This is an optimization exercise on Yosys and OpenROAD, whose aim is a short achievable clock period and few clock cycles, not a production implementation. Where RTL was checked, it was by simulation tests only, not by an equivalence proof against the original. Power is estimated from default activity; no workload was simulated.

==> build 15 <==
==> flow/design.v <==
`timescale 1ns/1ps
`default_nettype none
package cache_pkg;
    localparam int words_per_line = 4;
    typedef logic [32-1:0]  word_t;
    typedef logic [(32 * 4)-1:0] block_t;
    typedef logic [30-1:0] proc_addr_t;
    typedef logic [28-1:0]  mem_addr_t;
    typedef enum logic [1:0] {
        st_idle       = 2'b00,
        st_write_back = 2'b01,
        st_refill     = 2'b10,
        st_unused     = 2'b11
    } cache_state_e;
endpackage
`default_nettype wire
`timescale 1ns/1ps
`default_nettype none
module cache_top #(
    parameter int line_count = 8
) (
    input  logic                  clk,
    input  logic                  rst_n,
    input  logic                  proc_read,
    input  logic                  proc_write,
    input  cache_pkg::proc_addr_t proc_addr,
    input  cache_pkg::word_t      proc_wdata,
    output logic                  proc_stall,
    output cache_pkg::word_t      proc_rdata,
    output logic                  mem_read,
    output logic                  mem_write,
    output cache_pkg::mem_addr_t  mem_addr,
    input  cache_pkg::block_t     mem_rdata,
    output cache_pkg::block_t     mem_wdata,
    input  logic                  mem_ready
);
    localparam int word_w   = 32;
    localparam int offset_w = $clog2(cache_pkg::words_per_line);
    localparam int index_w  = $clog2(line_count);
    localparam int tag_w    = 28 - index_w;
    cache_pkg::block_t     data_q [line_count];
    logic [tag_w-1:0]      tag_q  [line_count];
    logic [line_count-1:0] valid_q;
    logic [line_count-1:0] dirty_q;
    logic                  rd_q;
    logic                  wr_q;
    logic                  wb_dirty_q;
    cache_pkg::mem_addr_t  wb_addr_q;
    cache_pkg::block_t     wb_data_q;
    logic                  req;
    logic [offset_w-1:0]   offset;
    logic [index_w-1:0]    index;
    logic [tag_w-1:0]      tag;
    logic [line_count-1:0] match;
    logic                  hit;
    assign req    = proc_read | proc_write;
    assign offset = proc_addr[offset_w-1:0];
    assign index  = proc_addr[offset_w +: index_w];
    assign tag    = proc_addr[offset_w + index_w +: tag_w];
    always_comb begin
        for (int i = 0; i < line_count; i++) begin
            match[i] = valid_q[i] && (tag_q[i] == tag);
        end
    end
    assign hit = match[index];
    logic free;
    logic start_rd;
    logic fill;
    logic start_wr;
    assign free     = !rd_q && (!wr_q || mem_ready);
    assign start_rd = req && !hit && free;
    assign fill     = rd_q && mem_ready;
    assign start_wr = fill && wb_dirty_q;
    assign mem_read  = (rd_q && !mem_ready) || start_rd;
    assign mem_write = (wr_q && !mem_ready) || start_wr;
    assign mem_addr  = (rd_q ? mem_ready : (wr_q && !mem_ready)) ?
                       wb_addr_q : proc_addr[30-1 -: 28];
    assign mem_wdata = wb_data_q;
    always_ff @(posedge clk or negedge rst_n) begin
        if (!rst_n) begin
            rd_q <= 1'b0;
            wr_q <= 1'b0;
        end else begin
            rd_q <= start_rd || (rd_q && !mem_ready);
            wr_q <= start_wr || (wr_q && !mem_ready);
        end
    end
    always_ff @(posedge clk or negedge rst_n) begin
        if (!rst_n) begin
            wb_dirty_q <= 1'b0;
        end else if (free) begin
            wb_dirty_q <= dirty_q[index];
        end
    end
    always_ff @(posedge clk) begin
        if (free) begin
            wb_addr_q <= {tag_q[index], index};
            wb_data_q <= data_q[index];
        end
    end
    logic write_hit;
    assign write_hit  = proc_write && hit && !rd_q;
    assign proc_stall = req && (rd_q ? !mem_ready : !hit);
    assign proc_rdata = rd_q ? mem_rdata[offset*word_w +: word_w]
                             : data_q[index][offset*word_w +: word_w];
    cache_pkg::block_t fill_data;
    always_comb begin
        fill_data = mem_rdata;
        if (proc_write) begin
            fill_data[offset*word_w +: word_w] = proc_wdata;
        end
    end
    always_ff @(posedge clk) begin
        if (fill) begin
            data_q[index] <= fill_data;
            tag_q[index]  <= tag;
        end else if (write_hit) begin
            data_q[index][offset*word_w +: word_w] <= proc_wdata;
        end
    end
    always_ff @(posedge clk or negedge rst_n) begin
        if (!rst_n) begin
            valid_q <= '0;
            dirty_q <= '0;
        end else if (fill) begin
            valid_q[index] <= 1'b1;
            dirty_q[index] <= proc_write;
        end else if (write_hit) begin
            dirty_q[index] <= 1'b1;
        end
    end
endmodule
`default_nettype wire
==> flow/run.sh <==
#!/bin/bash
# synth_recipe.tcl (not shown) runs the flow's synth.tcl, then flattens the netlist and writes it again
# the make line also repeats each setting of config.mk as NAME=value (left out here)
make -C /OpenROAD-flow-scripts/flow DESIGN_CONFIG=/design/flow/config.mk WORK_HOME=/design/flow/orfs CLKGATE_MAP_FILE= SYNTH_SCRIPT=/design/flow/synth_recipe.tcl finish
==> flow/config.mk <==
export PLATFORM = sky130hd
export DESIGN_NAME = cache_top
export DESIGN_NICKNAME = cache_top
export VERILOG_FILES = /design/flow/design.v
export SDC_FILE = /design/flow/constraint.sdc
export NUM_CORES = 4
export LEC_CHECK = 0
export ABC_CLOCK_PERIOD_IN_PS = 3500
export CAP_MARGIN = 20
export CORE_MARGIN = 2
export CORE_UTILIZATION = 40
export SETUP_SLACK_MARGIN = 3.5
export SLEW_MARGIN = 20
==> flow/constraint.sdc <==
create_clock -name core_clock -period 8.0 [get_ports {clk}]
set_input_delay 1.6000 -clock core_clock [delete_from_list [all_inputs] [get_ports {clk}]]
set_output_delay 1.6000 -clock core_clock [all_outputs]
set_load 0.01 [all_outputs]
==> inputs of build 30, as changes to build 15 <==
--- a/flow/design.v
+++ b/flow/design.v
@@ -15,2 +15,71 @@
 endpackage
+`default_nettype wire
+`timescale 1ns/1ps
+`default_nettype none
+module cache_ctrl #(
+    parameter int line_count = 8,
+    parameter int tag_w      = 25
+) (
+    input  logic [line_count*tag_w-1:0]   tags,
+    input  logic [line_count-1:0]         valid,
+    input  logic [line_count-1:0]         dirty,
+    input  cache_pkg::proc_addr_t         proc_addr,
+    input  logic                          req,
+    input  logic                          rd_q,
+    input  logic                          wr_q,
+    input  logic                          mem_ready,
+    input  logic                          wb_pend_q,
+    input  cache_pkg::mem_addr_t          wb_addr_q,
+    output logic                          hit,
+    output logic                          start_rd,
+    output logic                          start_wr,
+    output logic                          proc_stall,
+    output logic                          mem_read,
+    output logic                          mem_write,
+    output cache_pkg::mem_addr_t          mem_addr
+);
+    localparam int index_w = $clog2(line_count);
+    logic [index_w-1:0]    index;
+    logic [tag_w-1:0]      tag;
+    cache_pkg::mem_addr_t  block;
+    logic [line_count-1:0] match;
+    logic [line_count-1:0] line_sel;
+    logic                  free;
+    logic                  wb_block;
+    assign index = proc_addr[2 +: index_w];
+    assign tag   = proc_addr[2 + index_w +: tag_w];
+    assign block = proc_addr[30-1 -: 28];
+    always_comb begin
+        for (int i = 0; i < line_count; i++) begin
+            match[i]    = valid[i] && (tags[i*tag_w +: tag_w] == tag);
+            line_sel[i] = (index == i);
+        end
+    end
+    assign hit = |(line_sel & match);
+    assign free     = !rd_q && (!wr_q || mem_ready);
+    assign wb_block = wb_pend_q && (|(line_sel & dirty) || wb_addr_q == block);
+    assign start_rd = req && !hit && free && !wb_block;
+    assign start_wr = free && wb_pend_q && !start_rd;
+    assign proc_stall = !(hit || (rd_q && mem_ready));
+    assign mem_read  = (rd_q && !mem_ready) || start_rd;
+    assign mem_write = (wr_q && !mem_ready) || start_wr;
+    assign mem_addr  = ((wr_q && !mem_ready) || start_wr) ? wb_addr_q : block;
+endmodule
+`default_nettype wire
+`timescale 1ns/1ps
+`default_nettype none
+module cache_line_store #(
+    parameter int line_count = 8
+) (
+    input  logic [line_count*(32 * 4)-1:0] data,
+    input  cache_pkg::block_t                    mem_rdata,
+    input  logic [$clog2(line_count)-1:0]        index,
+    input  logic [1:0]                           offset,
+    input  logic                                 rd_q,
+    output cache_pkg::word_t                     proc_rdata
+);
+    localparam int word_w = 32;
+    assign proc_rdata = rd_q ? mem_rdata[offset*word_w +: word_w]
+                             : data[index*(32 * 4) + offset*word_w +: word_w];
+endmodule
 `default_nettype wire
@@ -46,3 +115,4 @@
     logic                  wr_q;
-    logic                  wb_dirty_q;
+    logic [index_w-1:0]    fill_index_q;
+    logic                  wb_pend_q;
     cache_pkg::mem_addr_t  wb_addr_q;
@@ -53,4 +123,8 @@
     logic [tag_w-1:0]      tag;
-    logic [line_count-1:0] match;
     logic                  hit;
+    logic                  start_rd;
+    logic                  start_wr;
+    logic                  fill;
+    logic [line_count*tag_w-1:0]          tags_flat;
+    logic [line_count*(32 * 4)-1:0] data_flat;
     assign req    = proc_read | proc_write;
@@ -59,20 +133,41 @@
     assign tag    = proc_addr[offset_w + index_w +: tag_w];
+    assign fill   = rd_q && mem_ready;
     always_comb begin
         for (int i = 0; i < line_count; i++) begin
-            match[i] = valid_q[i] && (tag_q[i] == tag);
-        end
-    end
-    assign hit = match[index];
-    logic free;
-    logic start_rd;
-    logic fill;
-    logic start_wr;
-    assign free     = !rd_q && (!wr_q || mem_ready);
-    assign start_rd = req && !hit && free;
-    assign fill     = rd_q && mem_ready;
-    assign start_wr = fill && wb_dirty_q;
-    assign mem_read  = (rd_q && !mem_ready) || start_rd;
-    assign mem_write = (wr_q && !mem_ready) || start_wr;
-    assign mem_addr  = (rd_q ? mem_ready : (wr_q && !mem_ready)) ?
-                       wb_addr_q : proc_addr[30-1 -: 28];
+            tags_flat[i*tag_w +: tag_w]                   = tag_q[i];
+            data_flat[i*(32 * 4) +: (32 * 4)] = data_q[i];
+        end
+    end
+    cache_ctrl #(
+        .line_count (line_count),
+        .tag_w      (tag_w)
+    ) u_ctrl (
+        .tags       (tags_flat),
+        .valid      (valid_q),
+        .dirty      (dirty_q),
+        .proc_addr  (proc_addr),
+        .req        (req),
+        .rd_q       (rd_q),
+        .wr_q       (wr_q),
+        .mem_ready  (mem_ready),
+        .wb_pend_q  (wb_pend_q),
+        .wb_addr_q  (wb_addr_q),
+        .hit        (hit),
+        .start_rd   (start_rd),
+        .start_wr   (start_wr),
+        .proc_stall (proc_stall),
+        .mem_read   (mem_read),
+        .mem_write  (mem_write),
+        .mem_addr   (mem_addr)
+    );
+    cache_line_store #(
+        .line_count (line_count)
+    ) u_store (
+        .data       (data_flat),
+        .mem_rdata  (mem_rdata),
+        .index      (index),
+        .offset     (offset),
+        .rd_q       (rd_q),
+        .proc_rdata (proc_rdata)
+    );
     assign mem_wdata = wb_data_q;
@@ -80,14 +175,9 @@
         if (!rst_n) begin
-            rd_q <= 1'b0;
-            wr_q <= 1'b0;
+            rd_q      <= 1'b0;
+            wr_q      <= 1'b0;
+            wb_pend_q <= 1'b0;
         end else begin
-            rd_q <= start_rd || (rd_q && !mem_ready);
-            wr_q <= start_wr || (wr_q && !mem_ready);
-        end
-    end
-    always_ff @(posedge clk or negedge rst_n) begin
-        if (!rst_n) begin
-            wb_dirty_q <= 1'b0;
-        end else if (free) begin
-            wb_dirty_q <= dirty_q[index];
+            rd_q      <= start_rd || (rd_q && !mem_ready);
+            wr_q      <= start_wr || (wr_q && !mem_ready);
+            wb_pend_q <= (wb_pend_q && !start_wr) || (fill && dirty_q[fill_index_q]);
         end
@@ -95,13 +185,15 @@
     always_ff @(posedge clk) begin
-        if (free) begin
-            wb_addr_q <= {tag_q[index], index};
-            wb_data_q <= data_q[index];
-        end
-    end
-    logic write_hit;
-    assign write_hit  = proc_write && hit && !rd_q;
-    assign proc_stall = req && (rd_q ? !mem_ready : !hit);
-    assign proc_rdata = rd_q ? mem_rdata[offset*word_w +: word_w]
-                             : data_q[index][offset*word_w +: word_w];
+        if (!rd_q) begin
+            fill_index_q <= index;
+        end
+    end
+    always_ff @(posedge clk) begin
+        if (fill && dirty_q[fill_index_q]) begin
+            wb_addr_q <= {tag_q[fill_index_q], fill_index_q};
+            wb_data_q <= data_q[fill_index_q];
+        end
+    end
+    logic              write_hit;
     cache_pkg::block_t fill_data;
+    assign write_hit = proc_write && hit && !rd_q;
     always_comb begin
==> flow/flow/run.sh (new file) <==
#!/bin/bash
# The standard layout (standard.sh, its synthesis unchanged), with two
# changes to how cells are picked: repair may resize a cell into one of
# another footprint, and the ports are buffered with buf_4 cells instead of
# the slow delay buffers buffer_ports picks on its own. make's full output
# goes to flow_make.log; ORFS keeps each step's log under orfs/logs.
set -euo pipefail
bash standard.sh \
    MATCH_CELL_FOOTPRINT=0 \
    "BUFFER_PORTS_ARGS=-buffer_cell sky130_fd_sc_hd__buf_4" \
    finish > flow_make.log 2>&1
==> flow/standard.sh (new file) <==
#!/bin/bash
# synth_recipe.tcl (not shown) runs the flow's synth.tcl, then flattens the netlist and writes it again
# the make line also repeats each setting of config.mk as NAME=value (left out here)
make -C /OpenROAD-flow-scripts/flow DESIGN_CONFIG=/design/flow/config.mk WORK_HOME=/design/flow/orfs CLKGATE_MAP_FILE= SYNTH_SCRIPT=/design/flow/synth_recipe.tcl "${@:-finish}"
--- a/flow/config.mk
+++ b/flow/config.mk
@@ -7,3 +7,2 @@
 export LEC_CHECK = 0
-export ABC_CLOCK_PERIOD_IN_PS = 3500
 export CAP_MARGIN = 20
@@ -13 +12,2 @@
 export SLEW_MARGIN = 20
+export SYNTH_HIERARCHICAL = 1
removed: flow/run.sh
==> inputs of trial 41, as changes to build 15 <==
--- a/flow/design.v
+++ b/flow/design.v
@@ -102,3 +102,3 @@
     assign write_hit  = proc_write && hit && !rd_q;
-    assign proc_stall = req && (rd_q ? !mem_ready : !hit);
+    assign proc_stall = !(hit || fill);
     assign proc_rdata = rd_q ? mem_rdata[offset*word_w +: word_w]
--- a/flow/config.mk
+++ b/flow/config.mk
@@ -7,3 +7,3 @@
 export LEC_CHECK = 0
-export ABC_CLOCK_PERIOD_IN_PS = 3500
+export ABC_CLOCK_PERIOD_IN_PS = 800
 export CAP_MARGIN = 20
==> run notes <==
Build 30 ran to the end with no violations. Trial 41 ran to the end with no violations. Build 15 passed the timing, DRC and antenna checks. Between trial 41 and build 15, the lower register-to-register slack is in build 15 (gap 140 ps). Power: trial 41 < build 15 < build 30. Via count, highest first: build 30, build 15, trial 41. Sequential share of layout area: build 15 is higher than trial 41 (0.25 points). The lowest routed wire length belongs to trial 41, the highest to build 30. The lowest die area belongs to trial 41, the highest to build 30. Global-route usage: build 15 > build 30 > trial 41. Maximum frequency: build 30 > trial 41 > build 15. The lowest non-clock buffer count belongs to build 30, the highest to build 15.
==> figures <==
quantity	build 15	build 30	trial 41
Result of the run	no timing/DRC/antenna violations	no timing/DRC/antenna violations	no timing/DRC/antenna violations
Hold wc startpoint	valid_q[5]	valid_q[3]	valid_q[5]
Inverter count of the layout excluding clock inverters	7	12	8
First-pass iteration count of the detailed router	10	9	6
Number of combinational gates with multiple inputs	1814	2528	1752
Hold Worst Slack	489 ps	478 ps	467 ps
Comb group	0.00388 W	0.00627 W	0.00372 W
# clk buffers	186	179	186
Antenna cells	9	14	13
Setup clock skew after layout	42.3 ps	50.5 ps	46.2 ps
Endpoint of the worst hold-timing path	valid_q[5]	valid_q[3]	valid_q[5]
Share of total power consumed by net switching	0.284	0.309	0.279
Area of combinational cells with multiple inputs	0.0164 mm^2	0.0291 mm^2	0.0160 mm^2
Cell internal power dissipation	0.0142 W	0.0157 W	0.0142 W
# fillers	11000	14000	10900
Wire length on met3	39.0 mm	36.7 mm	35.9 mm
Routed wl met2	105 mm	134 mm	103 mm
Max-slew headroom	0.153	0.161	0.165
Inserted tap cell count	1890	2310	1876
Category of the most critical setup path	in -> reg	in -> out	in -> out
Testbench counts of build 30, summed over its fixed seeds: cycles 64,178.
Testbench counts of trial 41, summed over its fixed seeds: cycles 66,203.
The RTL of build 15 was laid out without a check of its function.

[afterwards: timing with drivers on the ports]
In the flow no input, the clock included, has a driving cell. The finished layouts below were timed again as built, in two steps. Step 1, drivers: a clkbuf_16 drives clk and a buf_2 each remaining input, both assumed. Step 2 also shifts input and output timing later by t, the mid clock arrival at the registers, as if the neighbouring blocks saw the same clock. Three values: ideal ports, drivers, drivers and shift; two values: the first two.
| run | t (ns) | setup WS [ns] | worst setup path after step 2 | worst data-port slew with drivers (ns) | cell pins on the clock port's net |
|---|---|---|---|---|---|
| build 15 | 0.871 | 2.219 / 2.219 / 1.375 | input to register | 0.24 | 1 |
| build 30 | 0.911 | 2.638 / 2.379 / 2.357 | input to register | 0.44 | 1 |
| trial 41 | 0.859 | 2.356 / 2.308 / 1.539 | input to register | 0.24 | 1 |
After both steps every run listed still meets setup and hold. For build 15, which loses most, drivers alone change the setup slack by 0.000 ns; drivers and shift together by -0.844 ns.
